This is an optimization exercise on Yosys and OpenROAD, whose aim is small area, a short achievable clock period and few clock cycles per item, not a production implementation.
In this exercise RTL edits were held to simulation tests only and were not proved equivalent to the original.

==> ember: inputs <==
Design series_eval_engine, start of the top module:
module series_eval_engine #(
    parameter int WIDTH = 16,
    parameter int TERMS = 4
) (
    input  logic             clk,
    input  logic             rst,
    input  logic             start,
    input  logic [WIDTH-1:0] x,
    input  logic             coef_wr,
    input  logic [2:0]       coef_addr,
    input  logic [WIDTH-1:0] coef_data,
    output logic             busy,
    output logic             done,
    output logic [WIDTH-1:0] result,
    output logic             ovf
);
==> flow/config.mk <==
export PLATFORM = sky130hd
export DESIGN_NAME = series_eval_engine
export DESIGN_NICKNAME = series_eval_engine
export VERILOG_FILES = /design/flow/design.v
export SDC_FILE = /design/flow/constraint.sdc
export NUM_CORES = 4
export LEC_CHECK = 0
export CAP_MARGIN = 50
export CORE_MARGIN = 2
export CORE_UTILIZATION = 75
export CTS_CLUSTER_DIAMETER = 60
export CTS_CLUSTER_SIZE = 40
export SLEW_MARGIN = 75
export SYNTH_HIERARCHICAL = 1
==> flow/constraint.sdc <==
create_clock -name core_clock -period 11.0 [get_ports {clk}]
set_input_delay 2.2000 -clock core_clock [delete_from_list [all_inputs] [get_ports {clk}]]
set_output_delay 2.2000 -clock core_clock [all_outputs]
set_load 0.01 [all_outputs]
standard.sh (not shown) runs the stock make flow with config.mk's settings and CLKGATE_MAP_FILE= SYNTH_SCRIPT=/design/flow/synth_recipe.tcl, a recipe that flattens the netlist after the stock synthesis.
==> flow/flow/run.sh <==
#!/bin/bash
set -euo pipefail
export BUFFER_PORTS_ARGS="-buffer_cell sky130_fd_sc_hd__buf_4"
export SETUP_SLACK_MARGIN=7.75
bash standard.sh > standard_flow.log 2>&1
==> nickel: changes against ember <==
==> flow/flow/run.sh (replaced) <==
#!/bin/bash
# The standard layout, except that the port buffers are buf_4 cells
# (buffer_ports otherwise picks a slow delay buffer, which then sets the
# period through the output paths).
set -euo pipefail
export BUFFER_PORTS_ARGS="-buffer_cell sky130_fd_sc_hd__buf_4"
bash standard.sh > standard_flow.log 2>&1
- CORE_UTILIZATION: 75 -> 82
==> run notes <==
Against nickel, the worst setup slack of ember is better by 130 ps.
Sequential cell count is the same in ember and nickel.
In ember the final cell count is larger than in nickel, by 2.5%.
Via count: nickel is larger than ember (2.4%).
In synthesized cell count, nickel and ember do not differ.
In ember the sequential share of layout area is lower than in nickel, by 0.44 points.
Against nickel, the routed wire length of ember is smaller by 2.8%.
Between nickel and ember, the lower register-to-register slack is in nickel (gap 370 ps).
In ember the non-clock buffer count is higher than in nickel, by 41.
==> figures <==
metric                                                                         ember            nickel
Final std cells w/o fill                                                        6964              6793
Logic depth of the worst path, buffers included                                    2                11
Well-tap cell count                                                             1186              1080
Overall fraction of global-route tracks in use                                 0.337             0.377
Number of DRC markers after the initial detailed-route iteration                3459              4363
Gpl congestion                                                                 0.867             0.882
Critical Setup Path Class                                                    reg2out           reg2reg
Setup slack of the critical path after layout                                7560 ps           7430 ps
Startpoint of the most critical setup path                           rdy_q$_DFF_PP0_  x3_q[15]$_DFF_P_
Die X                                                                         308 µm            294 µm
Reg2reg path depth                                                                 7                11
Achievable frequency                                                       0.291 GHz         0.280 GHz
Data required time of the critical path                                      8800 ps          11550 ps
Status                                                      timing/DRC/antenna clean  timing/DRC/antenna clean
Final cycle utilization of the critical path                                   0.313             0.325
Met2 Use GR                                                                    0.571             0.637
Detailed-route wire length per cell                                          22.7 µm           23.9 µm
Maximum number of pins on one net before global-route repair                      35                51
Share of final-layout standard cells stronger than drive strength 1            0.137             0.123
Testbench counts of ember, summed over its fixed seeds: cycles 1,752, items 1,536.
Testbench counts of nickel, summed over its fixed seeds: cycles 1,752, items 1,536.

==> indigo: inputs <==
Starting RTL as in the previous note.
==> flow/config.mk <==
export PLATFORM = sky130hd
export DESIGN_NAME = series_eval_engine
export DESIGN_NICKNAME = series_eval_engine
export VERILOG_FILES = /design/flow/design.v
export SDC_FILE = /design/flow/constraint.sdc
export NUM_CORES = 4
export LEC_CHECK = 0
export CAP_MARGIN = 60
export CORE_MARGIN = 2
export CORE_UTILIZATION = 75
export CTS_CLUSTER_DIAMETER = 60
export CTS_CLUSTER_SIZE = 40
export SLEW_MARGIN = 85
export SYNTH_HIERARCHICAL = 1
==> flow/constraint.sdc <==
create_clock -name core_clock -period 11.0 [get_ports {clk}]
set_input_delay 2.2000 -clock core_clock [delete_from_list [all_inputs] [get_ports {clk}]]
set_output_delay 2.2000 -clock core_clock [all_outputs]
set_load 0.01 [all_outputs]
==> flow/flow/run.sh <==
#!/bin/bash
# The standard layout, except that the port buffers are buf_4 cells
# (buffer_ports otherwise picks a slow delay buffer, which then sets the
# period through the output paths).
set -euo pipefail
export BUFFER_PORTS_ARGS="-buffer_cell sky130_fd_sc_hd__buf_4"
bash standard.sh > standard_flow.log 2>&1
==> raven: changes against indigo <==
Settings changed: CAP_MARGIN 60 to 50, CORE_UTILIZATION 75 to 65, CTS_CLUSTER_DIAMETER 60 to unset, CTS_CLUSTER_SIZE 40 to unset, SLEW_MARGIN 85 to 75.
==> zinc: changes against indigo <==
Settings changed: CAP_MARGIN 60 to 40, SLEW_MARGIN 85 to 60.
==> comparison table <==
item                                                 raven      indigo        zinc
R2R cell count                                           8           9          10
Overall fraction of global-route tracks in use       29.2%       35.5%       32.5%
Via count of the first global-routing pass           45.9k       50.0k       46.3k
Via count                                            43.2k       47.6k       43.6k
Run status                        timing/DRC/antenna clean  timing/DRC/antenna clean  timing/DRC/antenna clean
Fraction of met1 tracks used by global routing       37.9%       43.7%       41.6%
Mean routed wirelength per cell                    21.6 um     24.8 um     21.9 um
Vias/cell                                             5.99        6.59        6.32
Post-detailed-routing wire length               156,000 um  179,000 um  151,000 um
First-pass detailed-route iteration total               16           8           5
Setup Slack @ Placement                            7.60 ns     7.67 ns     7.56 ns
First-pass GRT wire length                      253,000 um  268,000 um  247,000 um
M3 GR Usage                                          4.14%       5.66%       4.61%
Multi-input logic portion of the cell area           62.1%       61.8%       63.8%
Testbench counts of indigo, summed over its fixed seeds: cycles 1,752, items 1,536.
Testbench counts of raven, summed over its fixed seeds: cycles 1,752, items 1,536.
Testbench counts of zinc, summed over its fixed seeds: cycles 1,752, items 1,536.

==> run a: inputs <==
series_eval_engine again, from the RTL that the note above started with.
Design series_eval_engine, start of the top module:
module series_eval_engine #(
    parameter int WIDTH = 16,
    parameter int TERMS = 4
) (
    input  logic             clk,
    input  logic             rst,
    input  logic             start,
    input  logic [WIDTH-1:0] x,
    input  logic             coef_wr,
    input  logic [2:0]       coef_addr,
    input  logic [WIDTH-1:0] coef_data,
    output logic             busy,
    output logic             done,
    output logic [WIDTH-1:0] result,
    output logic             ovf
);
Settings: LEC_CHECK=0, CAP_MARGIN=50, CORE_MARGIN=2, CORE_UTILIZATION=75, CTS_CLUSTER_DIAMETER=60, CTS_CLUSTER_SIZE=50, SLEW_MARGIN=75, SYNTH_HIERARCHICAL=1; clock period 11.0 ns.
Scripts as last shown in full above: flow/flow/run.sh
==> run b: changes against run a <==
Settings changed: CTS_CLUSTER_DIAMETER 60 to 100, CTS_CLUSTER_SIZE 50 to 30.
==> run c: changes against run a <==
Settings changed: CTS_CLUSTER_SIZE 50 to 40.
==> comparison <==
- Between run b and run a, the lower fmax is in run a (gap about 0.9%, measured against run a).
- Between run a and run b, the lower register-to-register slack is in run b (gap 0.03 ns).
- Sequential cell count is the same in run a and run c.
- Between run b and run a, the lower via count is in run b (gap 1.3%, measured against run a).
- Hold slack: run a is lower than run b (0.034 ns).
- Synthesized area is the same in run c and run a.
- Against run b, the global-route usage of run a is higher by 0.75 points.
==> figures <==
Average via count per standard cell: run a 6.38; run c 6.38; run b 6.34
Fmax: run a 292 MHz; run c 292 MHz; run b 295 MHz
Final critical delay including setup and external delays: run a 3.42 ns; run c 3.42 ns; run b 3.40 ns
Signal arrival time at the worst endpoint: run a 1.22 ns; run c 1.22 ns; run b 1.20 ns
Fraction of cell area in non-clock buffers: run a 0.0223; run c 0.0223; run b 0.0236
Clock buffer count from CTS: run a 77; run c 77; run b 44
Endpoint of the worst-slack reg-to-reg timing path: run a t1cs_q[19]; run c t1cs_q[19]; run b t1cs_q[21]
Area taken by flip-flops and latches: run a 0.0197 mm²; run c 0.0197 mm²; run b 0.0197 mm²
First-iteration detailed-routing DRC count: run a 3287; run c 3287; run b 3295
Status: run a complete, no violations; run c complete, no violations; run b complete, no violations
Mean routed wirelength per cell: run a 22.0 µm; run c 22.0 µm; run b 21.7 µm
End point of the most critical hold path: run a w8d_q[8]; run c w8d_q[8]; run b x2e2_q[21]
Met3 wire length: run a 10400 µm; run c 10400 µm; run b 9920 µm
Wire length of the first global-routing pass: run a 247000 µm; run c 247000 µm; run b 242000 µm
Testbench counts of run a, summed over its fixed seeds: cycles 1,752, items 1,536.
Testbench counts of run b, summed over its fixed seeds: cycles 1,752, items 1,536.
Testbench counts of run c, summed over its fixed seeds: cycles 1,752, items 1,536.

## separate check: timing with driven ports
The results above use ideal ports. As a check the final layouts listed here were re-extracted and re-timed, cells and wires unchanged.
Step 1 (the two cells are an assumption about what drives the block):
set clk [get_ports {clk}]
set_driving_cell -lib_cell sky130_fd_sc_hd__clkbuf_16 $clk
set_driving_cell -lib_cell sky130_fd_sc_hd__buf_2 [delete_from_list [all_inputs] $clk]
Step 2 also shifts input and output timing later by t, the mid clock arrival at the registers, as if the neighbouring blocks saw the same clock.
Slacks: ideal / step 1 / step 2; pairs: ideal / step 1.
| run | t, ns | slack for setup (ns) | worst hold slack (ns) | clock arrival spread, ns | cell pins on the clock port's net |
|---|---|---|---|---|---|
| ember | 0.742 | 7.561 / 7.492 / 7.800 | 0.309 / 0.309 / 0.309 | 0.055 / 0.054 | 1 |
| nickel | 0.746 | 7.429 / 7.429 / 7.429 | 0.318 / 0.318 / 0.318 | 0.065 / 0.065 | 1 |
| indigo | 0.756 | 7.551 / 7.477 / 7.600 | 0.287 / 0.287 / 0.287 | 0.053 / 0.053 | 1 |
| raven | 0.765 | 7.559 / 7.483 / 7.702 | 0.319 / 0.319 / 0.319 | 0.047 / 0.046 | 1 |
| zinc | 0.724 | 7.525 / 7.513 / 7.525 | 0.318 / 0.318 / 0.318 | 0.054 / 0.054 | 1 |
| run a | 0.747 | 7.575 / 7.502 / 7.703 | 0.289 / 0.289 / 0.289 | 0.049 / 0.050 | 1 |
| run b | 0.706 | 7.605 / 7.533 / 7.672 | 0.323 / 0.323 / 0.323 | 0.048 / 0.048 | 1 |
| run c | 0.747 | 7.575 / 7.502 / 7.703 | 0.289 / 0.289 / 0.289 | 0.049 / 0.050 | 1 |
After both steps every run listed still meets setup and hold.
